Source: an optimization exercise on an open RTL-to-GDS flow (aim: small area). Production flows keep margins and buffers that such runs may drop. Function was checked by simulation only, so behaviour that the tests miss may differ from the original. No activity file was given, so power comes from the tool's default toggle rates.

== v46 ==
==> flow/design.v <==
module ats_timer_array #(
    parameter int unsigned NUM_CLOCKS = 16,
    parameter int unsigned NUM_ALARMS = 24,
    parameter int unsigned CNT_W      = 16,
    parameter int unsigned PULSE_LEN  = 2
) (
    input  logic                  clk,
    input  logic                  reset,
    input  logic                  cmd_valid,
    output logic                  cmd_ready,
    input  logic [31:0]           cmd_data,
    output logic                  rsp_valid,
    output logic                  rsp_ack,
    output logic [NUM_ALARMS-1:0] alarm_pulse,
    output logic [NUM_ALARMS-1:0] alarm_pending,
    input  logic [NUM_ALARMS-1:0] pend_clr,
    output logic                  irq
);
    localparam int NC = 16;
    localparam int NA = 24;
    localparam int W  = 16;
    localparam logic [2:0] OP_NOP     = 3'b000;
    localparam logic [2:0] OP_SET_CLK = 3'b001;
    localparam logic [2:0] OP_CLK_EN  = 3'b010;
    localparam logic [2:0] OP_MODE    = 3'b011;
    localparam logic [2:0] OP_SET_ALM = 3'b101;
    localparam logic [2:0] OP_SET_TMR = 3'b110;
    localparam logic [2:0] OP_ALM_EN  = 3'b111;
    logic [2:0]   pre;
    logic         active, clk_lock, alm_lock;
    logic [W-1:0] cnt   [NC];
    logic [1:0]   rate  [NC];
    logic [NC-1:0] clk_en;
    logic [W-1:0] dst  [NA];
    logic [3:0]   aclk  [NA];
    logic [NA-1:0] alm_en, alm_rep, pc;
    logic [NA-1:0] pend;          
    logic         wl_q;           
    logic         rst_q;          
    logic [W-1:0] xd;
    logic [2:0]   op;
    logic [3:0]   c_idx, ref_clk;
    logic [4:0]   a_idx;
    logic [W-1:0] cmd_val;
    logic         cmd_ok, cmd_acc, cmd_do;
    assign op      = cmd_data[31:29];
    assign c_idx   = cmd_data[28:25];
    assign a_idx   = cmd_data[28:24];
    assign ref_clk = cmd_data[19:16];
    assign cmd_val = cmd_data[W-1:0];
    assign cmd_acc = cmd_valid && cmd_ready;
    assign cmd_do  = cmd_acc && cmd_ok && !reset;
    logic a_idx_ok;
    assign a_idx_ok = (a_idx < 5'd24);
    always_comb begin
        case (op)
            OP_NOP, OP_MODE:       cmd_ok = 1'b1;
            OP_SET_CLK, OP_CLK_EN: cmd_ok = !clk_lock;
            OP_SET_TMR:            cmd_ok = a_idx_ok && !alm_lock && (cmd_val != '0);
            OP_SET_ALM, OP_ALM_EN: cmd_ok = a_idx_ok && !alm_lock;
            default:               cmd_ok = 1'b0;
        endcase
    end
    logic do_setclk, do_clken, do_mode, do_alm, do_almld;
    assign do_setclk = cmd_do && (op == OP_SET_CLK);
    assign do_clken  = cmd_do && (op == OP_CLK_EN);
    assign do_mode   = cmd_do && (op == OP_MODE);
    assign do_alm    = cmd_do && op[2];
    assign do_almld  = do_alm && (op[1:0] != 2'b11);
    logic [2:0]    pre_d;
    logic          active_d;
    logic [3:0]    tick_d;
    logic [1:0]    rate_d [NC];
    logic [NC-1:0] clk_step, clk_set, en_d, step_d;
    assign pre_d    = reset ? 3'd0 : (active ? pre + 3'd1 : pre);
    assign active_d = reset || (do_mode ? cmd_data[28] : active);
    assign tick_d   = {&pre_d, &pre_d[1:0], pre_d[0], 1'b1};
    always_comb begin
        for (int c = 0; c < NC; c++) begin
            clk_set[c] = do_setclk && (c_idx == 4'(c));
            if (reset) begin
                rate_d[c] = '0;
                en_d[c]   = 1'b0;
            end else if (clk_set[c]) begin
                rate_d[c] = cmd_data[23:22];
                en_d[c]   = 1'b1;
            end else begin
                rate_d[c] = rate[c];
                en_d[c]   = (do_clken && (c_idx == 4'(c))) ? cmd_data[23] : clk_en[c];
            end
            step_d[c] = active_d && en_d[c] && tick_d[rate_d[c]];
        end
    end
    logic [3:0]   msel;
    logic [W-1:0] mcnt, sub_b, x, xr;
    logic         x_cin;
    assign msel  = op[2] ? ref_clk : c_idx;
    always_comb begin
        mcnt = '0;
        for (int c = 0; c < NC; c++)
            if (msel == 4'(c)) mcnt = cnt[c];
    end
    assign sub_b = (op[2:1] == 2'b11) ? '0 : mcnt;
    assign x_cin = !clk_step[msel];
    assign x     = cmd_val + ~sub_b + W'(x_cin);
    assign xr    = reset ? '0 : (op[2] ? x : ~x);
    logic [NA-1:0] fire, wr;
    logic [W-1:0]  xdn;
    assign xdn = ~xd;
    for (genvar i = 0; i < NA; i++) begin : g_alm
        logic         nst, ld, pw, pa, zero;
        logic [3:0]   aclk_d;
        logic [W-1:0] sum;
        assign aclk_d = reset ? 4'd0 :
                        (wr[i] && (op[1:0] != 2'b11)) ? ref_clk : aclk[i];
        assign pw    = wl_q && pend[i];
        assign pa    = pend[i];
        assign ld    = do_setclk && (aclk[i] == c_idx);
        assign wr[i] = do_alm && (a_idx == 5'(i));
        ats_timer_array_dsum u_sum (
            .d(dst[i]), .xdn(xdn), .pw(pw), .pa(pa), .nst(nst), .sum(sum),
            .zero(zero)
        );
        assign fire[i] = alm_en[i] && !nst && !ld && !wr[i] && zero;
        always_ff @(posedge clk) begin
            dst[i]  <= sum;
            aclk[i] <= aclk_d;
            nst     <= !step_d[aclk_d];
            if (reset) begin
                alm_en[i]  <= 1'b0;
                alm_rep[i] <= 1'b0;
            end else if (wr[i]) begin
                if (op[1:0] != 2'b11) begin
                    alm_en[i]  <= 1'b1;
                    alm_rep[i] <= !op[1] && cmd_data[23];
                end else begin
                    alm_en[i]  <= cmd_data[23];
                end
            end else if (fire[i] && !alm_rep[i]) begin
                alm_en[i] <= 1'b0;
            end
            pc[i]          <= !reset && fire[i];
            pend[i]        <= reset || ld || (do_almld && (a_idx == 5'(i)));
            alarm_pulse[i] <= !reset && (fire[i] || (pc[i] && !wr[i]));
            if (reset)              alarm_pending[i] <= 1'b0;
            else if (fire[i])       alarm_pending[i] <= 1'b1;
            else if (pend_clr[i])   alarm_pending[i] <= 1'b0;
        end
    end
    logic [W-1:0] valr;
    assign valr = reset ? '0 : cmd_val;
    for (genvar c = 0; c < NC; c++) begin : g_clk
        logic [W-1:0] cnt_d;
        ats_timer_array_cnext u_next (
            .cnt(cnt[c]), .step(clk_step[c]), .ld(reset || clk_set[c]),
            .val(valr), .nxt(cnt_d)
        );
        always_ff @(posedge clk) begin
            cnt[c]      <= cnt_d;
            rate[c]     <= rate_d[c];
            clk_en[c]   <= en_d[c];
            clk_step[c] <= step_d[c];
        end
    end
    always_ff @(posedge clk) begin
        pre    <= pre_d;
        active <= active_d;
        if (reset) begin
            clk_lock  <= 1'b0;
            alm_lock  <= 1'b0;
            rsp_valid <= 1'b0;
            rsp_ack   <= 1'b0;
        end else begin
            rsp_valid <= cmd_acc;
            rsp_ack   <= cmd_acc && cmd_ok;
            if (do_mode) begin
                clk_lock <= cmd_data[27];
                alm_lock <= cmd_data[26];
            end
        end
        rst_q  <= reset;
        wl_q   <= reset || do_almld;
        xd     <= xr;
    end
    assign irq       = |alarm_pending;
    assign cmd_ready = !rst_q;
endmodule
module ats_timer_array_dsum (
    input  logic [15:0] d,
    input  logic [15:0] xdn,
    input  logic        pw,
    input  logic        pa,
    input  logic        nst,
    output logic [15:0] sum,
    output logic        zero
);
    logic [16:0] cy;
    logic [15:0] opa, opb;
    assign cy[0] = nst;
    for (genvar b = 0; b < 16; b++) begin : g_fa
        assign opa[b]  = d[b] || pw;
        assign opb[b]  = !(xdn[b] && pa);
        assign sum[b]  = opa[b] ^ opb[b] ^ cy[b];
        assign cy[b+1] = (opa[b] & opb[b]) | (cy[b] & (opa[b] ^ opb[b]));
    end
    assign zero = (sum == '0);
endmodule
module ats_timer_array_cnext (
    input  logic [15:0] cnt,
    input  logic        step,
    input  logic        ld,
    input  logic [15:0] val,
    output logic [15:0] nxt
);
    logic [16:0] ic;
    assign ic[0] = step;
    for (genvar b = 0; b < 16; b++) begin : g_inc
        assign nxt[b]   = ld ? val[b] : (cnt[b] ^ ic[b]);
        assign ic[b+1]  = cnt[b] & ic[b];
    end
endmodule
Settings: LEC_CHECK=0, ABC_AREA=1, CAP_MARGIN=20, CORE_MARGIN=2, CORE_UTILIZATION=55, CTS_BUF_LIST=sky130_fd_sc_hd__clkbuf_8, CTS_CLUSTER_DIAMETER=50, CTS_CLUSTER_SIZE=12, GPL_TIMING_DRIVEN=0, PLACE_DENSITY=0.7, SLEW_MARGIN=20; clock period 9.0 ns.
standard.sh (not shown) runs the stock make flow with config.mk's settings and CLKGATE_MAP_FILE= SYNTH_SCRIPT=/design/flow/synth_recipe.tcl, a recipe that flattens the netlist after the stock synthesis.
==> flow/flow/run.sh <==
#!/bin/bash
# Layout flow:
#  1. the standard synthesis, run on the design with the RTL bodies of the
#     two arithmetic helper modules (ats_timer_array_dsum, _cnext) replaced by
#     the cell-level versions in cells.v (same ports, same function; they hold
#     no registers, so the registers are those of the standard synthesis);
#  2. the rest of the combinational logic re-mapped for area by ABC (registers,
#     adder cells, tie cells and the helper modules' cells are kept as they are),
#     with a few ABC scripts, keeping the smallest result;
#  3. the standard layout from floorplan on, with the clock tree built from
#     clkbuf_8 without dummy loads.
set -euo pipefail
here=$(pwd)
fl=$here/flow
res=$here/orfs/results/$FLOW_PLATFORM/ats_timer_array/base
lib=$FLOW_HOME/platforms/$FLOW_PLATFORM/lib/sky130_fd_sc_hd__tt_025C_1v80.lib

python3 $fl/swap.py $FLOW_DESIGN $fl/cells.v $here/design_cells.v > swap.log 2>&1
bash standard.sh VERILOG_FILES=$here/design_cells.v synth > synth.log 2>&1

cp $res/1_2_yosys.v $here/1_2_yosys.standard.v
outs=""
for s in $fl/remap_*.abc; do
  n=$(basename $s .abc)
  REMAP_IN=$here/1_2_yosys.standard.v REMAP_OUT=$here/1_2_yosys.$n.v \
  REMAP_LIB=$lib REMAP_TOP=$FLOW_TOP REMAP_DONT_USE="$(cat $fl/dont_use.txt)" \
  REMAP_SCRIPT=$s REMAP_KEEP='*u_*' REMAP_KEEP_CELLS=$fl/keep_cells.v \
    yosys -c $fl/remap.tcl > $n.log 2>&1 &
  outs="$outs $here/1_2_yosys.$n.v"
done
wait
best=$(python3 $fl/pick.py $outs 2> pick.log)
echo "picked $best" >> pick.log
cp $best $res/1_2_yosys.v
rm -f $res/1_synth.odb $res/1_synth.sdc

bash standard.sh VERILOG_FILES=$here/design_cells.v \
  "CTS_ARGS=-sink_clustering_enable -repair_clock_nets -sink_clustering_size 16 -sink_clustering_max_diameter 70 -buf_list sky130_fd_sc_hd__clkbuf_8 -dont_use_dummy_load" \
  "BUFFER_PORTS_ARGS=-buffer_cell sky130_fd_sc_hd__buf_1" \
  finish > layout.log 2>&1
Other scripts of this flow, unchanged in this note and not shown: flow/flow/cells.v, flow/flow/dont_use.txt, flow/flow/keep_cells.v, flow/flow/pick.py, flow/flow/remap.tcl, flow/flow/remap_n4.abc, flow/flow/remap_p3.abc, flow/flow/remap_p6.abc, flow/flow/remap_q1.abc, flow/flow/remap_q3.abc, flow/flow/swap.py
> inputs changed (v46 -> v18)
- GPL_TIMING_DRIVEN: 0 -> unset
[summary]
Via count of the first global-routing pass on v18 is down relative to v46.
Where leakage power of the design is concerned, v46 is outperformed by v18.
Comparing v18 and v46, the higher total inserted antenna cells is on v46.
Diff v46 -> v18 | design area | down slightly
Setup changes, v18 to v20
- PLACE_DENSITY: 0.7 -> 0.78
- CORE_UTILIZATION: 55 -> 65
==> comparison <==
v20: full flow OK, the timing, design-rule and antenna checks passed. v18 → v20: sequential share of layout area increased by 0.21 points relative to the old numbers; total chip power decreased by 0.043 mW relative to the old numbers; clock slew seen by the registers of the worst setup and hold paths closely matched the old numbers; portion of the clock cycle consumed by the worst path in the final layout increased by 0.46 points relative to the old numbers. Side by side, clock power turned out lower in v20 than in v18.
## Diff of input files: v1 against v20
- swapping 0.78 for 0.7 in PLACE_DENSITY
- swapping 65 for 55 in CORE_UTILIZATION
- putting TNS_END_PERCENT at 20 where nothing was set
==> summary.txt <==
- Via count across v1 and v20: no real change.
- v1 -> v20: switching portion of total power flat
- In v1, the total routing usage reported by global routing came out 4.2 points below the value in v20.
- v20 has a lower final wirelength than v1.
- Compared with v20, v1 shows a non-clock buffer count that is 2 higher.
- On worst hold slack: v1 sits below v20.
- Run comparison: v1 highest routed metal layer met5; v20 highest routed metal layer met4
> inputs changed (v1 -> v22)
- TNS_END_PERCENT: 20 -> unset
- GPL_ROUTABILITY_DRIVEN: unset -> 0
Findings:
Diff v22..v1 | aggregate routed wire length | unchanged. Any difference in core utilization between v22 and v1 is small enough to ignore. From v22 to v1, count of clock buffers in the final design did not move at all. Between v1 and v22, the transition time at the pin with the least slew margin figures differ only marginally.

==> port drivers added, routing unchanged <==
In the flow no input, the clock included, has a driving cell. The finished layouts below were timed again as built, in two steps. Step 1 sets driving cells, clkbuf_16 on the clock port and buf_2 on the other inputs (assumed; they add their load-dependent delay and slew). Step 2, shift: input delay + t, output delay - t, t = (earliest + latest rising clock arrival at the registers) / 2. This alone moves slack from input paths to output paths. Three values: ideal ports, drivers, drivers and shift; two values: the first two.
run	t, ns	setup WS [ns]	slew at the worst register clock pin (ns)	cell pins on the clock port's net
v46	0.766	0.172 / 0.172 / -0.236	0.12 / 0.12	1
v18	0.762	0.251 / 0.251 / 0.251	0.11 / 0.11	1
v20	0.775	0.209 / 0.209 / 0.209	0.12 / 0.12	1
v1	0.762	0.251 / 0.251 / 0.251	0.11 / 0.11	1
v22	0.762	0.251 / 0.251 / 0.251	0.11 / 0.11	1
With both steps, setup timing fails in v46, where it was met with ideal ports. For v46, which loses most, drivers alone change the setup slack by 0.000 ns; drivers and shift together by -0.408 ns.
